Background: an optimization exercise with open tools, aiming at small area and few clock cycles. Do not read the settings as production practice. Only simulation tests tie the RTL to the original design; equivalence was not proved. Power is estimated from default activity; no workload was simulated.

## build 5
==> flow/design.v <==
`timescale 1ns/1ps
package ka_pkg;
	localparam int WORD_W = 36;
	localparam int ADDR_W = 18;
	localparam int FM_ADDR_W = 4;
	localparam int FM_WORDS = 1 << FM_ADDR_W;
	localparam int NXM_CYCLES = 64;
	localparam int NXM_CNT_W = $clog2(NXM_CYCLES);
	typedef logic [0:WORD_W-1] word_t;
	typedef logic [WORD_W-ADDR_W:WORD_W-1] addr_t;
	typedef logic [WORD_W-FM_ADDR_W:WORD_W-1] fm_addr_t;
	typedef enum logic [1:0] {
		KS_IDLE,
		KS_WAIT_FM,	 
		KS_WAIT_CORE,	 
		KS_FINISH	 
	} key_state_t;
	typedef enum logic [1:0] {
		MC_IDLE,
		MC_ADR_WAIT,	 
		MC_RD_WAIT,
		MC_WR_RS	 
	} mc_state_t;
endpackage
`timescale 1ns/1ps
import ka_pkg::*;
module ka_top (
	input logic clk,
	input logic pi_reset,
	input logic key_exa,
	input logic key_ex_nxt,
	input logic key_dep,
	input logic key_dep_nxt,
	input logic fm_enable_sw,
	input ka_pkg::addr_t as,
	input ka_pkg::word_t ds,
	output ka_pkg::word_t ar,
	output ka_pkg::addr_t ma,
	output logic key_busy,
	output logic key_done,
	output logic nxm,
	input logic membus_addr_ack,
	input logic membus_rd_rs,
	input ka_pkg::word_t membus_mb_in,
	output logic membus_rq_cyc,
	output logic membus_rd_rq,
	output logic membus_wr_rq,
	output logic membus_wr_rs,
	output ka_pkg::addr_t membus_ma,
	output ka_pkg::word_t membus_mb_out
);
	localparam int NR = 4;	 
	localparam int NW = 2;	 
	localparam int SP = FM_WORDS / NR;	 
	localparam int SPW = $clog2(SP);
	localparam int TW = NR > 1 ? $clog2(NR) : 1;
	localparam int SPX = FM_WORDS / NW;	 
	localparam int SPXW = $clog2(SPX);
	localparam logic [5:0] LFSR_SEED = 6'b000001;
	localparam logic [5:0] LFSR_TERM = 6'b100000;
	ka_pkg::word_t rw [0:FM_WORDS-1];
	logic rv [0:FM_WORDS-1];	 
	logic [3:0] ptr;
	ka_pkg::word_t ar_q;
	logic inflight;	 
	logic dep_f;
	logic fm_wait;	 
	logic fm_done;	 
	logic [TW-1:0] wtap;	 
	logic rd_wait;	 
	logic nxm_1;
	logic rq_pend;	 
	logic nxm_done;
	logic [5:0] lfsr;
	logic key_any;
	logic key_next;
	logic key_dep_any;
	logic accept;
	logic to_fm;
	ka_pkg::addr_t ma_next;
	logic rd_end;
	logic [3:0] d_acc;
	logic [3:0] d_cur;
	logic al_acc;
	logic al_cur;
	logic [TW-1:0] t_acc;
	logic [TW-1:0] t_cur;
	logic [TW-1:0] tap_sel;
	ka_pkg::word_t tap_d;
	logic fm_wr;
	assign key_any = key_exa | key_ex_nxt | key_dep | key_dep_nxt;
	assign key_next = ~key_exa & (key_ex_nxt | ~key_dep & key_dep_nxt);
	assign key_dep_any = ~key_exa & ~key_ex_nxt & (key_dep | key_dep_nxt);
	assign ma_next = key_next ? ma + 1'b1 : as;	 
	assign to_fm = fm_enable_sw &&
		ma_next[WORD_W-ADDR_W:WORD_W-FM_ADDR_W-1] == '0;
	assign rd_end = rd_wait & membus_rd_rs;
	assign membus_wr_rs = membus_rq_cyc & dep_f & membus_addr_ack;
	assign key_done = fm_done | nxm_done | membus_wr_rs | rd_end;
	assign key_busy = inflight & ~key_done;
	assign accept = key_any & ~key_busy;
	assign membus_rd_rq = membus_rq_cyc & ~dep_f;
	assign membus_wr_rq = membus_rq_cyc & dep_f;
	assign membus_ma = ma;
	assign membus_mb_out = ar_q;
	assign ar = rd_end ? membus_mb_in : ar_q;
	assign d_acc = ptr - ma_next[WORD_W-FM_ADDR_W:WORD_W-1];
	assign d_cur = ptr - ma[WORD_W-FM_ADDR_W:WORD_W-1];
	assign al_acc = key_dep_any ? (SPXW == 0 || d_acc[SPXW-1:0] == '0) :
		(SPW == 0 || d_acc[SPW-1:0] == '0);
	assign al_cur = dep_f ? (SPXW == 0 || d_cur[SPXW-1:0] == '0) :
		(SPW == 0 || d_cur[SPW-1:0] == '0);
	assign t_acc = NR > 1 ? TW'(d_acc >> SPW) : '0;
	assign t_cur = NR > 1 ? TW'(d_cur >> SPW) : '0;
	always_comb begin
		tap_sel = accept ? t_acc : t_cur;
		tap_d = '0;
		for (int j = 0; j < NR; j++)
			if (tap_sel == TW'(j) && rv[j*SP])
				tap_d = rw[j*SP];
	end
	assign fm_wr = fm_done & dep_f;
	always_ff @(posedge clk) begin
		for (int i = 0; i < FM_WORDS; i++) begin
			if (i % SPX == 2 && fm_wr && wtap == TW'(((i + FM_WORDS - 2) % FM_WORDS) / SP)) begin
				rw[i] <= ar_q;
				rv[i] <= ~pi_reset;
			end else begin
				rw[i] <= rw[(i + FM_WORDS - 1) % FM_WORDS];
				rv[i] <= ~pi_reset & rv[(i + FM_WORDS - 1) % FM_WORDS];
			end
		end
	end
	always_ff @(posedge clk) begin
		if (pi_reset) begin
			ptr <= '0;
			inflight <= 1'b0;
			fm_wait <= 1'b0;
			fm_done <= 1'b0;
			rd_wait <= 1'b0;
			nxm_1 <= 1'b0;
			nxm_done <= 1'b0;
			rq_pend <= 1'b0;
			membus_rq_cyc <= 1'b0;
			ar_q <= '0;
			ma <= '0;
			nxm <= 1'b0;
		end else begin
			ptr <= ptr + 1'b1;
			fm_done <= 1'b0;
			nxm_1 <= 1'b0;
			nxm_done <= nxm_1;
			if (key_done)
				inflight <= 1'b0;
			if (fm_wait && al_cur) begin
				fm_wait <= 1'b0;
				fm_done <= 1'b1;
				wtap <= t_cur;
				if (!dep_f)
					ar_q <= tap_d;
			end
			if (membus_rq_cyc) begin
				lfsr <= {lfsr[4:0], lfsr[5] ^ lfsr[4]};
				if (membus_addr_ack) begin
					membus_rq_cyc <= 1'b0;
					rd_wait <= ~dep_f;
				end else if (lfsr == LFSR_TERM) begin
					membus_rq_cyc <= 1'b0;
					nxm_1 <= 1'b1;
					nxm <= 1'b1;
				end
			end
			rq_pend <= 1'b0;
			if (rq_pend) begin
				membus_rq_cyc <= 1'b1;
				lfsr <= LFSR_SEED;
			end
			if (rd_end) begin
				rd_wait <= 1'b0;
				ar_q <= membus_mb_in;
			end
			if (accept) begin
				inflight <= 1'b1;
				ma <= ma_next;
				dep_f <= key_dep_any;
				nxm <= 1'b0;
				if (key_dep_any)
					ar_q <= ds;
				else if (to_fm && al_acc)
					ar_q <= tap_d;
				else
					ar_q <= '0;
				if (to_fm) begin
					if (al_acc) begin
						fm_done <= 1'b1;
						wtap <= t_acc;
					end else
						fm_wait <= 1'b1;
				end else if (membus_wr_rs)
					rq_pend <= 1'b1;
				else begin
					membus_rq_cyc <= 1'b1;
					lfsr <= LFSR_SEED;
				end
			end
		end
	end
endmodule
clock: 10.0 ns
lec_check: 0
cap_margin: 20
core_margin: 2
core_utilization: 40
slew_margin: 20
run.sh (not shown) runs the stock make flow with config.mk's settings and CLKGATE_MAP_FILE= SYNTH_SCRIPT=/design/flow/synth_recipe.tcl, a recipe that flattens the netlist after the stock synthesis.
Testbench counts of build 5, summed over its fixed seeds: cycles 30,042.
## Diff of input files: build 65 against build 5
- CTS_BUF_LIST newly set to sky130_fd_sc_hd__clkbuf_16
- CORE_UTILIZATION changed from 40 to 60
- CTS_CLUSTER_DIAMETER newly set to 60
- CTS_CLUSTER_SIZE newly set to 25
- Lower fraction of area in registers goes to build 5 over build 65.
- Wire: build 65 routes less than build 5
- Summary of build 65 over build 5: pin count of the biggest net entering global routing shrank by 2.7%, worst endpoint required time shrank by 0.04 ns, part of the total power dissipated in the clock network shrank by 10 points, setup slack shrank by 0.19 ns.
- The higher sequential cell fraction of total power of build 65 and build 5 is in build 65.
- For build 65 and build 5, there was not a single run that failed to finish clean.
- On build 65: leakage dissipation is about 5.5% lower than what build 5 gave.
- Compared with build 5, in build 65 number of buffers and inverters on the critical path +1; worst hold slack higher; sum of internal, switching and leakage power now sits lower.
--- input diff build 65..build 95 ---
- CTS_BUF_LIST changed from sky130_fd_sc_hd__clkbuf_16 to sky130_fd_sc_hd__clkbuf_8
- CTS_CLUSTER_SIZE changed from 25 to 18
- CTS_CLUSTER_DIAMETER changed from 60 to 50
==> notes.md <==
Build 95 vs build 65, instance count: build 95 higher
Between build 95 and build 65, the difference in achievable frequency is negligible.
Where total number of vias is concerned, build 65 is outperformed by build 95.
Build 95 — clock-cell share of area 0.79 points lower, build 65 as reference
Higher setup slack of the critical path after layout among build 95 and build 65: build 95
Relative to build 65, number of clock-tree buffers in the layout increased by 14 in build 95.
The critical path depth was comparable across build 95 and build 65.
Going from build 65 to build 95, number of enable-type register cells in the synthesized netlist has remained practically unchanged; number of antenna diodes has remained practically unchanged; post-layout minimum cycle time has decreased; source-to-sink clock delay at the later pin of the worst-skew pair has increased.

==> static timing again, ports no longer ideal <==
The flow's constraints put no driver on any port. The routed layouts listed below were extracted and timed again, unchanged, in two steps.
Step 1 (the two cells are an assumption about what drives the block):
set clk [get_ports {clk}]
set_driving_cell -lib_cell sky130_fd_sc_hd__clkbuf_16 $clk
set_driving_cell -lib_cell sky130_fd_sc_hd__buf_2 [delete_from_list [all_inputs] $clk]
Step 2, shift: input delay + t, output delay - t, t = (earliest + latest rising clock arrival at the registers) / 2. This alone moves slack from input paths to output paths.
Three values: no drivers, after step 1, after step 2; two values: the first two.
run | shift t [ns] | setup WS [ns] | slew at the worst register clock pin (ns)
build 5 | 0.657 | 3.298 / 3.327 / 2.670 | 0.07 / 0.07
build 65 | 0.589 | 3.108 / 3.136 / 2.547 | 0.09 / 0.09
build 95 | 0.627 | 3.112 / 3.137 / 2.510 | 0.11 / 0.11
After both steps setup and hold are still met in every run listed. The setup slack of build 5, which loses most, moves by +0.029 ns with the drivers and by -0.628 ns with both steps.
